This is an optimization exercise on Yosys and OpenROAD, whose aim is small area, a short achievable clock period and few clock cycles per item, not a production implementation.
The RTL was checked by simulation tests, not by an equivalence proof against the original design.
Power figures rest on the tool's default switching activity, not on a simulated workload.

run 1:
==> flow/design.v (excerpt) <==
module tcp_synack_reply_builder (
  input  logic         clk,
  input  logic         rst,
  input  logic         in_valid,
  output logic         in_stall,
  input  logic [271:0] in_data,
  output logic         out_valid,
  input  logic         out_stall,
  output logic [256:0] out_data,
  input  logic         psel,
  input  logic         penable,
  input  logic         pwrite,
  input  logic [2:0]   paddr,
  input  logic [31:0]  pwdata,
  output logic [31:0]  prdata,
  output logic         pready
);
  function automatic logic [15:0] eac_add(input logic [15:0] x, input logic [15:0] y);
    logic [15:0] g, p, gg, pp, c;
    logic cin;
    g = x & y; p = x ^ y; gg = g; pp = p;
    for (int l = 0; l < 4; l++)
      for (int i = 0; i < 16; i++)
        if ((i >> l) & 1) begin
          gg[i] = gg[i] | (pp[i] & gg[((i >> l) << l) - 1]);
          pp[i] = pp[i] & pp[((i >> l) << l) - 1];
        end
    cin = gg[15];
    c[0] = cin;
    for (int i = 1; i < 16; i++) c[i] = gg[i-1] | (pp[i-1] & cin);
    eac_add = p ^ c;
  endfunction
  function automatic logic [15:0] eac_add0(input logic [15:0] x, input logic [15:0] y);
    logic [15:0] g, p, gg, pp, c;
    logic cin;
    g = x & y; p = x ^ y; gg = g; pp = p;
    for (int l = 0; l < 4; l++)
      for (int i = 0; i < 16; i++)
        if ((i >> l) & 1) begin
          gg[i] = gg[i] | (pp[i] & gg[((i >> l) << l) - 1]);
          pp[i] = pp[i] & pp[((i >> l) << l) - 1];
        end
    cin = gg[15] | pp[15];
    c[0] = cin;
    for (int i = 1; i < 16; i++) c[i] = gg[i-1] | (pp[i-1] & cin);
    eac_add0 = p ^ c;
  endfunction
  function automatic logic [15:0] eac_add0_ks(input logic [15:0] x, input logic [15:0] y);
    logic [15:0] p, gg, pp, g2, p2;
    p = x ^ y; gg = x & y; pp = p;
    for (int l = 0; l < 4; l++) begin
      for (int i = 0; i < 16; i++) begin
        g2[i] = gg[i] | (pp[i] & gg[(i + 16 - (1 << l)) % 16]);
        p2[i] = pp[i] & pp[(i + 16 - (1 << l)) % 16];
      end
      gg = g2; pp = p2;
    end
    for (int i = 0; i < 16; i++) eac_add0_ks[i] = p[i] ^ (gg[(i + 15) % 16] | pp[(i + 15) % 16]);
  endfunction
  function automatic logic [15:0] eac_add_ks(input logic [15:0] x, input logic [15:0] y);
    logic [15:0] p, gg, pp, g2, p2;
  ...
Settings: LEC_CHECK=0, ABC_AREA=0, CAP_MARGIN=20, CORE_MARGIN=2, CORE_UTILIZATION=40, CTS_CLUSTER_DIAMETER=60, CTS_CLUSTER_SIZE=30, SETUP_SLACK_MARGIN=3.9, SLEW_MARGIN=20; clock period 8.0 ns.
standard.sh (not shown) runs the stock make flow with config.mk's settings and CLKGATE_MAP_FILE= SYNTH_SCRIPT=/design/flow/synth_recipe.tcl, a recipe that flattens the netlist after the stock synthesis.
==> flow/flow/run.sh <==
#!/bin/bash
# Standard ORFS layout (the standard.sh), with the port buffers that
# buffer_ports inserts made sky130_fd_sc_hd__buf_1 instead of its default pick.
set -uo pipefail
bash standard.sh BUFFER_PORTS_ARGS="-buffer_cell sky130_fd_sc_hd__buf_1" finish > standard_make.log 2>&1
status=$?
tail -50 standard_make.log
exit $status
Run 1 completed end to end with timing, DRC and antenna clean.
Testbench counts of run 1, summed over its fixed seeds: cycles 9,608, items 9,600.
#### Input delta (run 2 over run 1)
Settings: CTS_CLUSTER_DIAMETER no longer set, was 60; CTS_CLUSTER_SIZE no longer set, was 30; ABC_AREA now 1, was 0.
--- outcome ---
Run 2 against run 1: floorplan die area climbed 4.4%, sum of internal, switching and leakage power climbed 5.6%, horizontal die dimension climbed about 2.2%, number of non-clock buffers dropped about 3%.
The run showing the greater power share of the clock group is run 2.
From run 1 to run 2 the numbers moved as follows: leakage dissipation went up by 0.0011 µW; clock power went up by about 10%.
What run 3 does differently from run 2 at the input level:
Settings: a change of ABC_AREA from 1 to 0; a change of CORE_UTILIZATION from 40 to 60; an added PLACE_DENSITY of 0.75.
Results
Run 3 vs. run 2: internal power component fell about 1.2%; final worst setup slack rose 0.020 ns; share of the synthesized netlist area taken by xor and xnor gates rose 2.9 points. Changes observed in run 3 relative to run 2: share of synthesized cell area in and, or, nand and nor gates fell 4.6 points; register-to-register setup slack rose 0.18 ns; clock period minus final worst setup slack fell 0.020 ns; area of the die fell about 36%. Cell area came out lower on run 3 than on run 2. Clock-buffer cell count was lower in the run labelled run 3. When the final numbers for run 3 and run 2 were put side by side, the total power after layout turned out to be greater in run 2. Total met2 wirelength after detailed routing down 12% in run 3 wrt run 2.
> inputs changed (run 3 -> run 4)
Settings: changing ABC_AREA from 0 to 1.
--- outcome ---
Per the comparison of run 4 with run 3, worst-case setup margin in the final layout neither gained nor lost much, fraction of final layout cells sized beyond drive strength 1 lost 4.7 points, fraction of area in registers lost 0.50 points, met3 demand-to-capacity share in global routing picked up an extra 3.3 points.
Synthesized-area fraction occupied by ao, oa, aoi and oai cells: run 4 < run 3
Between run 3 and run 4, the max-slew headroom at the worst pin is lower for run 3.
in_data[135] as the launching element of the worst setup path was reported by run 3, and in_data[120] by run 4.
On number of fill cells in the layout: between run 3 and run 4, it ends up lower for run 3.
Gate count after technology mapping in run 4 vs run 3: up about 20%
Run 4 vs. run 3: final critical delay including setup and external delays closely matched the old numbers, worst hold slack grew by 0.016 ns.
### run 4 -> run 5
Settings: clearing PLACE_DENSITY, which used to be 0.75; swapping 60 for 40 in CORE_UTILIZATION; swapping 3.9 for 3.6 in SETUP_SLACK_MARGIN.
-- flow/flow/run.sh --
<<< run 4, line 4
set -uo pipefail
bash standard.sh BUFFER_PORTS_ARGS="-buffer_cell sky130_fd_sc_hd__buf_1" finish > standard_make.log 2>&1
status=$?
>>> run 5, line 4
set -uo pipefail
bash standard.sh BUFFER_PORTS_ARGS="-buffer_cell sky130_fd_sc_hd__buf_1" ADDER_MAP_FILE= finish > standard_make.log 2>&1
status=$?
--- outcome ---
- Cmp run 5 and run 4 / total number of multi-input combinational cells / higher: run 5
- Compared with run 4, run 5 has less setup slack.
- Taking run 4 as the reference, in run 5 count of filler cells inserted in the layout up about 80%; wire length of the first global-routing pass higher.
- Number of buffers inserted to repair setup after CTS of run 5 is on par with run 4.
- Leakage power total: run 5 vs run 4 down about 1.8%
- In the metrics for run 5 and run 4, the one carrying the higher area share of and/or/nand/nor cells after synthesis is run 5.

afterwards: timing with drivers on the ports:
The results above use ideal ports. As a check the final layouts listed here were re-extracted and re-timed, cells and wires unchanged.
Step 1 sets driving cells, clkbuf_16 on the clock port and buf_2 on the other inputs (assumed; they add their load-dependent delay and slew).
Step 2 adds t to the input delays and takes it off the output delays; t is the mean of the earliest and latest rising clock arrival at the registers after step 1. Input paths then give back, and output paths get back, about the clock's delay inside the block.
a / b / c = ideal / step 1 / step 2; a / b = the first two.
| run | t (ns) | setup slack, ns | clock arrival spread, ns | worst slew at a driven data input, ns |
|---|---|---|---|---|
| run 1 | 0.607 | 3.865 / 3.803 / 3.351 | 0.021 / 0.021 | 0.10 |
| run 2 | 0.626 | 3.891 / 3.892 / 3.266 | 0.026 / 0.026 | 0.10 |
| run 3 | 0.615 | 3.910 / 3.869 / 3.331 | 0.021 / 0.022 | 0.11 |
| run 4 | 0.619 | 3.908 / 3.898 / 3.291 | 0.023 / 0.024 | 0.14 |
| run 5 | 0.653 | 3.686 / 3.650 / 3.185 | 0.025 / 0.025 | 0.13 |
After both steps setup and hold are still met in every run listed. For run 2, which loses most, drivers alone change the setup slack by +0.001 ns; drivers and shift together by -0.625 ns.
